From an optimization exercise on the open Yosys and OpenROAD flow, aimed at small area, a short achievable clock period and few clock cycles per item; shortcuts taken in it are not production practice. In this exercise RTL edits were held to simulation tests only and were not proved equivalent to the original.

Setup of run A:
==> flow/design.v (excerpt) <==
module variable_adjust_chain_alu
(
    input  logic                clk,
    input  logic                rst_n,
    input  logic                in_valid,
    output logic                in_ready,
    input  logic [173:0]        in_data_bits,
    output logic                out_valid,
    input  logic                out_ready,
    output logic [32:0]         out_data_bits
);
    logic [31:0] f_value, f_mask, f_add, f_divmod, f_start;
    logic [4:0]  f_shift;
    logic [1:0]  f_kind, f_size;
    logic [3:0]  f_op;
    logic        f_chain;
    assign {f_value, f_shift, f_mask, f_add, f_divmod, f_kind, f_op, f_size, f_chain, f_start} = in_data_bits;
    logic [5:0]  state_reg, state_next;
    logic [31:0] acc_reg;
    logic        outv_reg;
    logic [31:0] out_r_reg;
    logic        out_dz_reg;
    logic [31:0] x_reg, r_reg, d_reg;
    logic [3:0]  op_reg;
    logic [4:0]  cnt_reg;
    logic        neg_reg, wrem_reg, phase_reg, mul_reg, dz_reg, sd_reg, sgn_reg;
    logic        byte_q, word_q, kdiv_q, kmod_q;
    logic        div_q, sgn_q, rem_q, mul_q, max_q, csgn_q, sub_q;
    assign out_valid     = outv_reg;
    assign out_data_bits = {out_r_reg, out_dz_reg};
    logic s_idle, s_add, s_align, s_iter, s_fix, s_alu, s_shl;
    assign s_add   = state_reg[S_ADD];
    assign s_align = state_reg[S_ALIGN];
    assign s_iter  = state_reg[S_ITER];
    assign s_fix   = state_reg[S_FIX];
    assign s_alu   = state_reg[S_ALU];
    assign s_shl   = state_reg[S_SHL];
    assign s_idle  = (state_reg == 6'd0);
    function logic [31:0] sext_size(input logic [31:0] v, input logic is_byte, input logic is_word);
        logic [31:0] s;
        if (is_byte)
  ...
Size in the first run: ~3600 cells after synthesis, about 210 I/O pins.
clock: 7.0 ns
lec_check: 0
abc_area: 1
cap_margin: 20
core_margin: 2
core_utilization: 40
place_density: 0.7
setup_slack_margin: 2.5
slew_margin: 20
run.sh (not shown) runs the stock make flow with config.mk's settings and CLKGATE_MAP_FILE= SYNTH_SCRIPT=/design/flow/synth_recipe.tcl, a recipe that flattens the netlist after the stock synthesis.
Testbench counts of run A, summed over its fixed seeds: cycles 24,882, items 3,200.
### run A -> run B
Settings: PLACE_DENSITY now 0.6, was 0.7.
--- outcome ---
Every stage of the flow completed for run B, and the final layout passed the timing, design-rule and antenna checks. Run B vs run A, capture point of the critical path: out_r_reg[17] vs acc_reg[31]. Via count of the first global-routing pass | run B below run A. The placer congestion estimate number comes out lower for run B vs run A. Compared with run A, run B shows a lower met3 wire length. Run B against run A: average via count per standard cell decreased by 1.1% relative to the old numbers; routed wire length went up by 0.76%.
For run C, these inputs were changed with respect to run B:
Settings: swapping 2.5 for 3.0 in SETUP_SLACK_MARGIN.
### Flow results
Relative to run B, arrival time reported for the critical path endpoint has increased by 0.21 ns in run C. On multi-input combinational gate total, run C and run B are neck and neck.

## main
Another version of the RTL of variable_adjust_chain_alu (not shown whole).
Size: ~3600 cells after synthesis, about 200 flip-flops, roughly 23000 sq um of cells after synthesis.
clock: 7.0 ns
lec_check: 0
abc_area: 1
cap_margin: 20
core_margin: 2
core_utilization: 35
place_density: 0.6
setup_slack_margin: 2.7
slew_margin: 20
main finished every stage and its layout cleared the timing, design-rule and antenna checks.
Testbench counts of main, summed over its fixed seeds: cycles 24,490, items 3,200.
Setup changes, main to the feature branch
Settings: SETUP_SLACK_MARGIN: 2.7 -> 2.5.
--- outcome ---
- The feature branch does better than main on wire length reported by the detailed router.
- Global-route usage in the feature branch vs main: down 0.98 points

Starting RTL as in the previous note.
==> flow/design.v (excerpt) <==
module variable_adjust_chain_alu
(
    input  logic                clk,
    input  logic                rst_n,
    input  logic                in_valid,
    output logic                in_ready,
    input  logic [173:0]        in_data_bits,
    output logic                out_valid,
    input  logic                out_ready,
    output logic [32:0]         out_data_bits
);
    logic [31:0] f_value, f_mask, f_add, f_divmod, f_start;
    logic [4:0]  f_shift;
    logic [1:0]  f_kind, f_size;
    logic [3:0]  f_op;
    logic        f_chain;
    assign {f_value, f_shift, f_mask, f_add, f_divmod, f_kind, f_op, f_size, f_chain, f_start} = in_data_bits;
    logic [5:0]  state_reg, state_next;
    logic [31:0] acc_reg;
    logic        outv_reg;
    logic [31:0] out_r_reg;
    logic        out_dz_reg;
    logic [31:0] x_reg, r_reg, d_reg;
    logic [3:0]  op_reg;
    logic [4:0]  cnt_reg;
    logic        neg_reg, wrem_reg, phase_reg, mul_reg, dz_reg, sd_reg, sgn_reg;
    logic        byte_q, word_q, kdiv_q, kmod_q, dzin_q;
    logic        div_q, sgn_q, rem_q, mul_q, max_q, csgn_q, sub_q;
    assign out_valid     = outv_reg;
    assign out_data_bits = {out_r_reg, out_dz_reg};
    logic s_idle, s_add, s_align, s_iter, s_fix, s_alu, s_shl;
    assign s_add   = state_reg[S_ADD];
    assign s_align = state_reg[S_ALIGN];
    assign s_iter  = state_reg[S_ITER];
    assign s_fix   = state_reg[S_FIX];
    assign s_alu   = state_reg[S_ALU];
    assign s_shl   = state_reg[S_SHL];
    assign s_idle  = (state_reg == 6'd0);
    function logic [31:0] sext_size(input logic [31:0] v, input logic is_byte, input logic is_word);
        logic [31:0] s;
        if (is_byte)
            s = {{24{v[7]}}, v[7:0]};
        else if (is_word)
            s = {{16{v[15]}}, v[15:0]};
        else
            s = v;
        sext_size = s;
    endfunction
    function logic [31:0] cneg(input logic [31:0] v, input logic s);
        logic [31:0] y;
        logic        seen;
  ...
clock: 7.0 ns
lec_check: 0
abc_area: 1
cap_margin: 20
core_margin: 2
core_utilization: 35
place_density: 0.5
setup_slack_margin: 2.5
slew_margin: 20
The starting point finished clean.
Testbench counts at the start, summed over its fixed seeds: cycles 24,490, items 3,200.
Next try:
Settings changed: ABC_AREA 1 to default, PLACE_DENSITY 0.5 to 0.6.
After rerunning: Non-clock buffer count increases by 80; via count goes up by a few percent; wire length goes up by a few percent; setup slack gets worse by 0.23 ns; final area rises by a few percent; core utilization rose by 0.51 points; register-to-register slack degrades by 0.23 ns; global-route usage fell by 0.59 points; synthesized cell count decreases by roughly a tenth.

what the ideal ports hide:
The results above use ideal ports. As a check the final layouts listed here were re-extracted and re-timed, cells and wires unchanged. Step 1, drivers: a clkbuf_16 drives clk and a buf_2 each remaining input, both assumed. Step 2 times the ports against the registers' clock, not the clock port: input delays grow and output delays shrink by t, the midpoint of the rising clock arrivals with the driver on. Three values: no drivers, after step 1, after step 2; two values: the first two.
| run | t, ns | setup slack, ns | cell pins on the clock port's net |
|---|---|---|---|
| run A | 0.583 | 2.476 / 2.476 / 2.054 | 1 |
| run B | 0.591 | 2.582 / 2.582 / 2.148 | 1 |
| run C | 0.589 | 2.369 / 2.369 / 2.369 | 1 |
| main | 0.598 | 2.511 / 2.511 / 2.291 | 1 |
| the feature branch | 0.591 | 2.565 / 2.565 / 2.117 | 1 |
| the first run of note 3 | 0.595 | 2.560 / 2.555 / 2.157 | 1 |
| the second run of note 3 | 0.593 | 2.333 / 2.333 / 1.976 | 1 |
After both steps every run listed still meets setup and hold. For the feature branch, which loses most, drivers alone change the setup slack by 0.000 ns; drivers and shift together by -0.448 ns.
